From an optimization exercise on the open Yosys and OpenROAD flow, aimed at small area and a short achievable clock period; shortcuts taken in it are not production practice.

Setup of delta:
==> module fp_sub, before the edit <==
module fp_sub (
    input  logic [31:0] i_a,
    input  logic [31:0] i_b,
    output logic        o_norm_sign,
    output logic [9:0]  o_norm_exp,
    output logic [26:0] o_norm_sig,
    output logic        o_norm_zero,
    output logic        o_exact,
    output logic [31:0] o_exact_result,
    output logic        o_exact_inv
);
    logic        a_ge;
    logic        eff_sub;
    logic [7:0]  exp_big;
    logic [7:0]  exp_diff;
    logic [23:0] sig_big;
    logic [23:0] sig_small;
    logic [8:0]  ed_ab;
    logic [26:0] sh [0:5];
    logic [5:0]  st;
    logic        far;
    logic [26:0] small_al;
    logic [27:0] mag;
    logic [4:0]  lz;
    logic [27:0] norm;
    assign a_ge    = (i_a[30:0] >= i_b[30:0]);
    assign eff_sub = (i_a[31] == i_b[31]);
    assign ed_ab    = {1'b0, i_a[30:23]} - {1'b0, i_b[30:23]};
    assign exp_diff = ed_ab[8] ? (i_b[30:23] - i_a[30:23]) : ed_ab[7:0];
    assign exp_big   = a_ge ? i_a[30:23] : i_b[30:23];
    assign sig_big   = a_ge ? {(i_a[30:23] != 8'd0), i_a[22:0]} : {(i_b[30:23] != 8'd0), i_b[22:0]};
    assign sig_small = a_ge ? {(i_b[30:23] != 8'd0), i_b[22:0]} : {(i_a[30:23] != 8'd0), i_a[22:0]};
    assign sh[0] = {sig_small, 3'b000};
    assign st[0] = 1'b0;
    genvar k;
    generate
        for (k = 0; k < 5; k++) begin : g_align
            localparam int S = 1 << (4 - k);
            assign sh[k+1] = exp_diff[4-k] ? (sh[k] >> S) : sh[k];
            assign st[k+1] = st[k] | (exp_diff[4-k] & (|sh[k][S-1:0]));
        end
    endgenerate
    assign far      = |exp_diff[7:5];
    assign small_al = far ? {26'd0, |sig_small} : {sh[5][26:1], sh[5][0] | st[5]};
    fp_add_sk #(.W(28), .L(5)) u_add (
        .i_a   ({1'b0, sig_big, 3'b000}),
        .i_b   ({1'b0, small_al} ^ {28{eff_sub}}),
        .i_cin (eff_sub),
        .o_sum (mag)
    );
    always_comb begin
        if (mag[27]) begin
            o_norm_sig = {mag[27:2], mag[1] | mag[0]};
            o_norm_exp = {2'b00, exp_big} + 10'd1;
        end else if (mag[26]) begin
            o_norm_sig = mag[26:0];
            o_norm_exp = {2'b00, exp_big};
        end else begin
            o_norm_sig = {mag[25:0], 1'b0};
            o_norm_exp = {2'b00, exp_big} - 10'd1;
        end
    end
    always_comb begin
        lz = 5'd27;
        for (int i = 0; i < 28; i++) begin
            if (mag[i]) lz = 5'(27 - i);
        end
    end
    logic [9:0] exact_exp;
    logic       exact_unf;
    assign norm        = mag << lz;
    assign exact_exp   = {2'b00, exp_big} + 10'd1 - {5'd0, lz};
    assign exact_unf   = exact_exp[9] | (exact_exp == 10'd0);
    assign o_norm_zero = (mag == 28'd0);
    assign o_norm_sign = a_ge ? i_a[31] : ~i_b[31];
    assign o_exact     = (mag[27:25] == 3'b000) & ~o_norm_zero;
    assign o_exact_result = exact_unf ? 32'd0 : {o_norm_sign, exact_exp[7:0], norm[26:4]};
    assign o_exact_inv    = exact_unf;
endmodule
==> module fp_module, before the edit <==
module fp_module (
    input  logic                     i_clk,
    input  logic                     i_rst,
    input  fp_format_pkg::fp_word_t  i_data_r1,
    input  fp_format_pkg::fp_word_t  i_data_r2,
    input  logic [5-1:0]      i_alu_ctrl,
    output fp_format_pkg::fp_word_t  o_data,
    output logic                     o_invalid
);
    logic                     sub_sign;
    logic [9:0]               sub_exp;
    logic [26:0]              sub_sig;
    logic                     sub_zero;
    logic                     sub_exact;
    logic [31:0]              sub_exact_result;
    logic                     sub_exact_inv;
    logic                     mul_sign;
    logic [9:0]               mul_exp;
    logic [26:0]              mul_sig;
    logic                     mul_zero;
    logic                     is_mul;
    logic [31:0]              rnd_result;
    logic                     rnd_inv;
    fp_op_pkg::fp_class_t     class_code;
    logic                     nan_inf;
    fp_format_pkg::fp_word_t  data_next;
    logic                     invalid_next;
    fp_sub fp_sub_inst (
        .i_a         (i_data_r1),
        .i_b         (i_data_r2),
        .o_norm_sign (sub_sign),
        .o_norm_exp  (sub_exp),
        .o_norm_sig  (sub_sig),
        .o_norm_zero (sub_zero),
        .o_exact        (sub_exact),
        .o_exact_result (sub_exact_result),
        .o_exact_inv    (sub_exact_inv)
    );
    fp_mul fp_mul_inst (
        .i_a         (i_data_r1),
        .i_b         (i_data_r2),
        .o_norm_sign (mul_sign),
        .o_norm_exp  (mul_exp),
        .o_norm_sig  (mul_sig),
        .o_norm_zero (mul_zero)
    );
    assign is_mul = i_alu_ctrl[0];
    fp_round fp_round_inst (
        .i_norm_sign     (is_mul ? mul_sign : sub_sign),
        .i_norm_exp      (is_mul ? mul_exp  : sub_exp),
        .i_norm_sig      (is_mul ? mul_sig  : sub_sig),
        .i_norm_zero     (is_mul ? mul_zero : sub_zero),
        .o_result        (rnd_result),
        .o_range_invalid (rnd_inv)
    );
    fp_class fp_class_inst (
        .i_sign  (i_data_r1[31]),
        .i_exp   (i_data_r1[30:23]),
        .i_frac  (i_data_r1[22:0]),
        .o_class (class_code)
    );
    assign nan_inf = (&i_data_r1[30:23]) | (&i_data_r2[30:23]);
    always_comb begin
        case (i_alu_ctrl)
            5'b01010: begin
                data_next    = sub_exact ? sub_exact_result : rnd_result;
                invalid_next = (sub_exact ? sub_exact_inv : rnd_inv) | nan_inf;
            end
            5'b01011: begin
                data_next    = rnd_result;
                invalid_next = rnd_inv | nan_inf;
            end
            5'b01111: begin
                data_next    = class_code;
                invalid_next = 1'b0;
            end
            default: begin
                data_next    = '0;
                invalid_next = 1'b0;
            end
        endcase
    end
    always_ff @(posedge i_clk) begin
        if (i_rst) begin
            o_data    <= '0;
            o_invalid <= 1'b0;
        end else begin
            o_data    <= data_next;
            o_invalid <= invalid_next;
        end
    end
endmodule
clock: 17.0 ns
lec_check: 0
abc_area: 1
cap_margin: 20
core_margin: 2
core_utilization: 40
setup_slack_margin: 4.5
slew_margin: 20
standard.sh (not shown) runs the stock make flow with config.mk's settings and CLKGATE_MAP_FILE= SYNTH_SCRIPT=/design/flow/synth_recipe.tcl, a recipe that flattens the netlist after the stock synthesis.
==> flow/flow/run.sh <==
#!/bin/bash
set -euo pipefail
export BUFFER_PORTS_ARGS="-buffer_cell sky130_fd_sc_hd__buf_1"
R=orfs/results/sky130hd/fp_module/base
bash standard.sh synth > standard_synth.log 2>&1
cp $R/1_2_yosys.v yosys_netlist_standard.v
python3 flow/fixpol.py yosys_netlist_standard.v $R/1_2_yosys.v > fixpol.log 2>&1
rm -f $R/1_synth.odb $R/1_synth.sdc
bash standard.sh finish > standard_flow.log 2>&1
Other scripts of this flow, unchanged in this note and not shown: flow/flow/fixpol.py
Input-level comparison between beta and delta:
diff --git a/flow/design.v b/flow/design.v
--- a/flow/design.v
+++ b/flow/design.v
@@ -105,14 +105,11 @@
     input  logic [31:0] i_a,
     input  logic [31:0] i_b,
     output logic        o_norm_sign,
     output logic [9:0]  o_norm_exp,
     output logic [26:0] o_norm_sig,
-    output logic        o_norm_zero,
-    output logic        o_exact,
-    output logic [31:0] o_exact_result,
-    output logic        o_exact_inv
+    output logic        o_norm_zero
 );
     logic        a_ge;
     logic        eff_sub;
     logic [7:0]  exp_big;
     logic [7:0]  exp_diff;
@@ -150,37 +147,20 @@
         .i_b   ({1'b0, small_al} ^ {28{eff_sub}}),
         .i_cin (eff_sub),
         .o_sum (mag)
     );
     always_comb begin
-        if (mag[27]) begin
-            o_norm_sig = {mag[27:2], mag[1] | mag[0]};
-            o_norm_exp = {2'b00, exp_big} + 10'd1;
-        end else if (mag[26]) begin
-            o_norm_sig = mag[26:0];
-            o_norm_exp = {2'b00, exp_big};
-        end else begin
-            o_norm_sig = {mag[25:0], 1'b0};
-            o_norm_exp = {2'b00, exp_big} - 10'd1;
-        end
-    end
-    always_comb begin
         lz = 5'd27;
         for (int i = 0; i < 28; i++) begin
             if (mag[i]) lz = 5'(27 - i);
         end
     end
-    logic [9:0] exact_exp;
-    logic       exact_unf;
-    assign norm        = mag << lz;
-    assign exact_exp   = {2'b00, exp_big} + 10'd1 - {5'd0, lz};
-    assign exact_unf   = exact_exp[9] | (exact_exp == 10'd0);
+    assign norm = mag << lz;
     assign o_norm_zero = (mag == 28'd0);
     assign o_norm_sign = a_ge ? i_a[31] : ~i_b[31];
-    assign o_exact     = (mag[27:25] == 3'b000) & ~o_norm_zero;
-    assign o_exact_result = exact_unf ? 32'd0 : {o_norm_sign, exact_exp[7:0], norm[26:4]};
-    assign o_exact_inv    = exact_unf;
+    assign o_norm_sig  = {norm[27:2], norm[1] | norm[0]};
+    assign o_norm_exp  = {2'b00, exp_big} + 10'd1 - {5'd0, lz};
 endmodule
 module fp_mul_array (
     input  logic [23:0] a,
     input  logic [23:0] b,
     output logic [47:0] p
@@ -2186,13 +2166,10 @@
 );
     logic                     sub_sign;
     logic [9:0]               sub_exp;
     logic [26:0]              sub_sig;
     logic                     sub_zero;
-    logic                     sub_exact;
-    logic [31:0]              sub_exact_result;
-    logic                     sub_exact_inv;
     logic                     mul_sign;
     logic [9:0]               mul_exp;
     logic [26:0]              mul_sig;
     logic                     mul_zero;
     logic                     is_mul;
@@ -2206,14 +2183,11 @@
         .i_a         (i_data_r1),
         .i_b         (i_data_r2),
         .o_norm_sign (sub_sign),
         .o_norm_exp  (sub_exp),
         .o_norm_sig  (sub_sig),
-        .o_norm_zero (sub_zero),
-        .o_exact        (sub_exact),
-        .o_exact_result (sub_exact_result),
-        .o_exact_inv    (sub_exact_inv)
+        .o_norm_zero (sub_zero)
     );
     fp_mul fp_mul_inst (
         .i_a         (i_data_r1),
         .i_b         (i_data_r2),
         .o_norm_sign (mul_sign),
@@ -2237,15 +2211,11 @@
         .o_class (class_code)
     );
     assign nan_inf = (&i_data_r1[30:23]) | (&i_data_r2[30:23]);
     always_comb begin
         case (i_alu_ctrl)
-            5'b01010: begin
-                data_next    = sub_exact ? sub_exact_result : rnd_result;
-                invalid_next = (sub_exact ? sub_exact_inv : rnd_inv) | nan_inf;
-            end
-            5'b01011: begin
+            5'b01010, 5'b01011: begin
                 data_next    = rnd_result;
                 invalid_next = rnd_inv | nan_inf;
             end
             5'b01111: begin
                 data_next    = class_code;
Findings:
beta | stages: all done | timing, DRC, antenna: all pass. Area after synthesis (beta vs. delta) decreases by a few percent. Going from delta to beta, total stage count of the critical path now larger, area of placed instances now smaller, total instance count after detailed placement now smaller, first-pass GRT wire length now smaller. Met1 usage in global routing: delta and beta compared, higher one is delta. Total global-route track usage: delta and beta compared, lower one is beta. Looking at synthesized net count, beta sits below delta.
No functional check of the RTL was part of any run of this note.

-- re-timing with driven ports --
How much do the figures lean on ideal ports? The routed layouts below were timed once more, with nothing changed but the port constraints.
Step 1, drivers: a clkbuf_16 drives i_clk and a buf_2 each remaining input, both assumed.
Step 2 times the ports against the registers' clock, not the clock port: input delays grow and output delays shrink by t, the midpoint of the rising clock arrivals with the driver on.
Three values: no drivers, after step 1, after step 2; two values: the first two.
| run | t (ns) | slack for setup (ns) | worst setup path at the end | worst data-port slew with drivers (ns) |
|---|---|---|---|---|
| delta | 0.311 | 4.849 / 4.834 / 4.522 | input to register | 0.09 |
| beta | 0.311 | 4.898 / 4.900 / 4.589 | input to register | 0.10 |
After both steps setup and hold are still met in every run listed. The setup slack of delta, which loses most, moves by -0.015 ns with the drivers and by -0.327 ns with both steps.
